This design comes from an exercise in tuning for small area on the open sky130 flow, not from production work. In this exercise RTL edits were held to simulation tests only and were not proved equivalent to the original. Power and IR drop assume default switching activity.

==> flow/design.v <==
module ecdh_operand_loader #(
  parameter int BW = 192,
  parameter int W = 32,
  parameter logic [BW-1:0] PRIME =
    192'hFFFFFFFFFFFFFFFFFFFFFFFFFFFFFFFEFFFFFFFFFFFFFFFF,
  parameter int TIMEOUT = 1 << 20
) (
  input  logic          clk,
  input  logic          rst,
  input  logic          in_valid,
  output logic          in_ready,
  input  logic [W-1:0]  in_data,
  input  logic          flush,
  output logic [BW-1:0] k,
  output logic [BW-1:0] Px,
  output logic [BW-1:0] Py,
  output logic          start,
  input  logic          mul_valid,
  output logic          busy,
  output logic          done,
  output logic          err,
  output logic [1:0]    err_code
);
  localparam int NW = 3 * BW / W;
  localparam int CW = $clog2(NW);
  localparam int TW = $clog2(TIMEOUT + 1);
  typedef enum logic [1:0] {
    S_LOAD,
    S_CHECK,
    S_FIRE,
    S_WAIT
  } state_t;
  state_t          state_q, state_d;
  logic [CW-1:0]   cnt_q, cnt_d;
  logic [3*BW-1:0] sr_q, sr_d;
  logic [TW-1:0]   wdog_q, wdog_d;
  logic            done_q, done_d;
  logic            err_q, err_d;
  logic [1:0]      code_q, code_d;
  assign k  = sr_q[3*BW-1:2*BW];
  assign Px = sr_q[2*BW-1:BW];
  assign Py = sr_q[BW-1:0];
  assign in_ready = (state_q == S_LOAD);
  assign start    = (state_q == S_FIRE);
  assign busy     = (state_q == S_WAIT);
  assign done     = done_q;
  assign err      = err_q;
  assign err_code = code_q;
  always_comb begin
    state_d = state_q;
    cnt_d   = cnt_q;
    sr_d    = sr_q;
    wdog_d  = wdog_q;
    done_d  = 1'b0;
    err_d   = 1'b0;
    code_d  = code_q;
    unique case (state_q)
      S_LOAD: begin
        if (flush) begin
          cnt_d = '0;
        end else if (in_valid) begin
          sr_d = {sr_q[3*BW-W-1:0], in_data};
          if (cnt_q == CW'(NW - 1)) begin
            cnt_d   = '0;
            state_d = S_CHECK;
          end else begin
            cnt_d = cnt_q + CW'(1);
          end
        end
      end
      S_CHECK: begin
        if (k == '0) begin
          code_d  = 2'd1;
          err_d   = 1'b1;
          state_d = S_LOAD;
        end else if (Px >= PRIME || Py >= PRIME) begin
          code_d  = 2'd2;
          err_d   = 1'b1;
          state_d = S_LOAD;
        end else begin
          code_d  = 2'd0;
          state_d = S_FIRE;
        end
      end
      S_FIRE: begin
        wdog_d  = '0;
        state_d = S_WAIT;
      end
      S_WAIT: begin
        if (mul_valid) begin
          done_d  = 1'b1;
          state_d = S_LOAD;
        end else if (wdog_q == TW'(TIMEOUT - 1)) begin
          code_d  = 2'd3;
          err_d   = 1'b1;
          state_d = S_LOAD;
        end else begin
          wdog_d = wdog_q + TW'(1);
        end
      end
      default: state_d = S_LOAD;
    endcase
  end
  always_ff @(posedge clk or posedge rst) begin
    if (rst) begin
      state_q <= S_LOAD;
      cnt_q   <= '0;
      sr_q    <= '0;
      wdog_q  <= '0;
      done_q  <= 1'b0;
      err_q   <= 1'b0;
      code_q  <= 2'd0;
    end else begin
      state_q <= state_d;
      cnt_q   <= cnt_d;
      sr_q    <= sr_d;
      wdog_q  <= wdog_d;
      done_q  <= done_d;
      err_q   <= err_d;
      code_q  <= code_d;
    end
  end
endmodule
==> flow/run.sh <==
#!/bin/bash
# synth_recipe.tcl (not shown) runs the flow's synth.tcl, then flattens the netlist and writes it again
# the make line also repeats each setting of config.mk as NAME=value (left out here)
make -C /OpenROAD-flow-scripts/flow DESIGN_CONFIG=/design/flow/config.mk WORK_HOME=/design/flow/orfs CLKGATE_MAP_FILE= SYNTH_SCRIPT=/design/flow/synth_recipe.tcl finish
==> flow/config.mk <==
export PLATFORM = sky130hd
export DESIGN_NAME = ecdh_operand_loader
export DESIGN_NICKNAME = ecdh_operand_loader
export VERILOG_FILES = /design/flow/design.v
export SDC_FILE = /design/flow/constraint.sdc
export NUM_CORES = 4
export LEC_CHECK = 0
export CAP_MARGIN = 20
export CORE_MARGIN = 2
export CORE_UTILIZATION = 40
export SLEW_MARGIN = 20
==> flow/constraint.sdc <==
create_clock -name core_clock -period 5.0 [get_ports {clk}]
set_input_delay 1.0000 -clock core_clock [delete_from_list [all_inputs] [get_ports {clk}]]
set_output_delay 1.0000 -clock core_clock [all_outputs]
set_load 0.01 [all_outputs]
==> results.txt <==
## final timing paths
check	to	depth (start not counted)	slack [ns]	start
setup / recovery	start	3	1.52	flip-flop
hold / removal	wdog_q[20]	1	0.51	wdog_q[20]
setup reg to reg	code_q[1]	6	2.44	sr_q[419]
hold reg to reg	wdog_q[20]	1	0.51	wdog_q[20]
max in group asynchronous	sr_q[372]	3	2.82	rst
min in group asynchronous	sr_q[4]	2	0.93	rst
## cell families after synthesis
group	after synthesis
flip-flops	608
buffers and inverters	80
AO/OA/AOI/OAI	22
multiplexers	576
XOR/XNOR	19
adder cells (fa/ha/maj)	3
AND/OR/NAND/NOR	276
## worst max-delay path, stage by stage (launching register included)
cell	delay, ns
sky130_fd_sc_hd__dfrtp_1	0.49
sky130_fd_sc_hd__nand2b_1	0.30
sky130_fd_sc_hd__clkinv_1	0.48
sky130_fd_sc_hd__clkdlybuf4s50_1	0.63
## registers in the layout (all words and copies together), names as in the netlist, named ones only
name,flops
done_q,1
code_q,2
err_q,1
wdog_q,21
cnt_q,5
state_q,1
sr_q,576
## cell usage in the layout (no fill, tap or decap), types with 13 or more instances in the layout
cell,instances
sky130_fd_sc_hd__buf_12,13
sky130_fd_sc_hd__nand4_1,114
sky130_fd_sc_hd__xnor2_1,15
sky130_fd_sc_hd__nor4_1,77
sky130_fd_sc_hd__nor2_1,24
sky130_fd_sc_hd__mux2_2,575
sky130_fd_sc_hd__buf_4,13
sky130_fd_sc_hd__clkbuf_1,14
sky130_fd_sc_hd__dfrtp_1,608
sky130_fd_sc_hd__clkdlybuf4s50_1,619
sky130_fd_sc_hd__clkbuf_8,14
sky130_fd_sc_hd__clkbuf_16,70
sky130_fd_sc_hd__nand2_1,14
## per-layer routing
metal	GRT usage, %	vias up	routed length [um]
li1	-	7214	-
met1	32.7	8806	33500
met2	43.7	520	40600
met3	7.90	93	6020
met4	7.97	0	2090
met5	0	-	0
## stage by stage
stage	instance area [um^2]	utilization (%)	setup slack, ns	std cells
after global routing	33500	55.9	1.35	3062
after detailed placement	31300	52.2	1.72	2942
after floorplan	24100	-	-4.30	1584
after global placement	31300	52.2	1.74	2942
after CTS	33500	55.9	1.47	3062
final	33500	55.9	1.52	3063
## final cells by class
| type | count | area [um^2] |
|---|---|---|
| fillers | 5009 | 26500 |
| clock buffers | 98 | 2000 |
| well taps | 782 | 978 |
| inverters | 11 | 45.0 |
| diodes | 1 | 2.50 |
| flip-flops and latches | 608 | 15200 |
| repair buffers | 645 | 6550 |
| multi-input cells | 896 | 8520 |
| clock inverters | 22 | 216 |
## power by group through the flow
stage | registers (mW) | logic [mW] | clock network, mW
after floorplan | 7.38 | 1.65 | 0
after global placement | 7.56 | 4.77 | 0
after detailed placement | 7.57 | 4.80 | 0
after CTS | 7.52 | 4.84 | 5.06
after global routing | 7.66 | 5.06 | 5.27
final | 7.50 | 4.79 | 4.96
==> flow_metrics.py <==
metrics = {
    "yosys": {
        "synthesis.area_per_instance_um2": 15.2,
        "ys_dominant_reg_cell": "sky130_fd_sc_hd__dfrtp_1",
        "dominant_combinational_cell_family_by_area_after_synthesis": "multiplexers",
        "post-synth-top-count-cell": "sky130_fd_sc_hd__dfrtp_1",
        "synthesized_area_fraction_occupied_by_ao_oa_aoi_and_oai_cells_pct": 0.653,
        "post_synth_inst_count": 1584,
        "synth-warning-count": 1,
        "ys_seq_elements": 608,
        "synthArstFlopShare_pct": 100,
        "xor_xnor_portion_of_the_synthesized_cell_area_pct": 0.690,
        "yosys.cell_types.count": 46,
        "synth_top_area_cell": "sky130_fd_sc_hd__dfrtp_1",
        "synth.net_count": 1624,
        "ys_top_cells_by_area": "sky130_fd_sc_hd__dfrtp_1 63%, sky130_fd_sc_hd__mux2_2 27%, sky130_fd_sc_hd__nand4_1 3.0%, sky130_fd_sc_hd__nor4_1 2.0%, sky130_fd_sc_hd__buf_2 1.4%",
        "netlist.area_leader.share_pct": 63.1,
        "mux_share_of_post_synthesis_cell_area_pct": 26.9,
        "synth_seq_area_share_pct": 63.1,
        "synth_simple_gate_area_share_pct": 6.90,
        "synth_adder_area_share_pct": 0.156,
        "syn-cell-area_um2": 24100,
        "synth_top_cells_by_count": "608 x sky130_fd_sc_hd__dfrtp_1, 575 x sky130_fd_sc_hd__mux2_2, 114 x sky130_fd_sc_hd__nand4_1, 77 x sky130_fd_sc_hd__nor4_1, 66 x sky130_fd_sc_hd__buf_2",
        "count_of_flip_flops_with_a_built_in_enable_after_synthesis": 0,
    },
    "timing": {
        "maxSlewHeadroom_pct": 39.6,
        "report.final.slew_viol_count": 0,
        "finalWorstPathRequiredPeriod_ns": 3.48,
        "final.setup_skew_ns": 0.0237,
        "fin_worst_hold_slack_ns": 0.509,
        "fin_crit_sh_pct": 69.6,
        "rsz0062_at_grt": "false",
        "hold_viol_final": 0,
        "fin_tns_setup_ns": 0,
        "worst_slew_pin_slew_ns": 0.905,
        "clock.fmax_ghz": 0.287,
        "final-setup-viol-count": 0,
    },
    "floorplan": {
        "top_level_ports": 620,
        "start_util_pct": 40.2,
        "die_height_um": 250,
        "num_rows": 90,
        "die_span_in_x_um": 250,
        "floorplan.core_area_um2": 60000,
        "die-area_um2": 62300,
    },
    "power": {
        "totalPowerFinal_mw": 17.2,
        "switchingPower_mw": 5.50,
        "peakVddDrop_v": 0.000355,
        "power.leakage_nw": 14.9,
        "internal-power_mw": 11.7,
        "clock_power_share_pct": 28.7,
        "share_seq_of_total_power_pct": 43.5,
        "power_density_nw_per_um2": 514,
        "p_sw_share_pct": 31.9,
        "power.share.combinational_pct": 27.8,
    },
    "setup_path": {
        "cp-end-kind": "output port",
        "start_kind": "flip-flop",
        "timing_worst_setup_path_type": "flip-flop to output port",
        "path_max_fanout": 18,
        "cp.required_ns": 4.00,
        "arrival_time_at_the_worst_endpoint_ns": 2.48,
    },
    "place": {
        "place.port_buffers": 619,
        "place_hpwl_mm": 61.3,
        "globalplace.congestion": 0.877,
    },
    "clocking": {
        "post_cts_resized": 0,
        "clock_sink_count": 608,
        "clk_path_buf_depth": 3,
        "htreeDepth": 3,
        "root_buffer": "sky130_fd_sc_hd__clkbuf_16",
        "post-cts-setup-buffers": 0,
        "post_cts_hold_buffer_count": 0,
        "number_of_buffers_inserted_during_clock_tree_synthesis": 68,
        "cts.clk_slew.worst_paths_ns": 0.05,
        "tritoncts": "done",
        "clkLatencyLatePin_ns": 0.60,
    },
    "status": {
        "status": "complete, no violations",
    },
    "drt": {
        "wirelength_mm": 82.2,
        "routed_antenna_nets": 0,
        "firstDrtPassIters": 5,
        "route.detailed.vias_per_inst": 5.43,
        "drc_markers": 0,
        "first_iter_violations": 891,
        "vias": 16600,
        "avgRoutedWirePerCell_um": 26.8,
    },
    "run": {
        "cap_violations": 0,
    },
    "global_routing": {
        "grt_pass1_vias": 17500,
        "track_usage_pct": 26.2,
        "antenna_found_initial": 0,
        "grt.overflow.total": 0,
        "grt_pass1_wl_mm": 122,
        "maximum_number_of_pins_on_one_net_before_global_route_repair": 134,
    },
    "layout": {
        "area.growth.synth_to_final_pct": 39.0,
        "ratio_of_cells_with_drive_above_1_in_the_final_layout_pct": 31.5,
        "design.final.nets": 2270,
    },
    "worst_hold_path": {
        "worst_hold_path_type": "flip-flop to flip-flop",
    },
}

==> port drivers added, routing unchanged <==
No port has a modelled driver above. Below, the same layout with a new extraction and two added sets of constraints.
Step 1 sets driving cells, clkbuf_16 on the clock port and buf_2 on the other inputs (assumed; they add their load-dependent delay and slew).
Step 2 moves the port delays by t, midway between the first and last clock arrival at a register: inputs arrive t later, outputs are due t later. That takes back most of the time a late clock gives input paths.
Slacks: ideal ports / drivers / drivers and shift; pairs: ideal ports / drivers.
t, ns: 0.653
slack for setup (ns): 1.518 / 1.456 / 1.655
worst setup path after step 2: input to register
After both steps setup and hold are still met in this run. For this run, drivers alone change the setup slack by -0.062 ns; drivers and shift together by +0.137 ns.
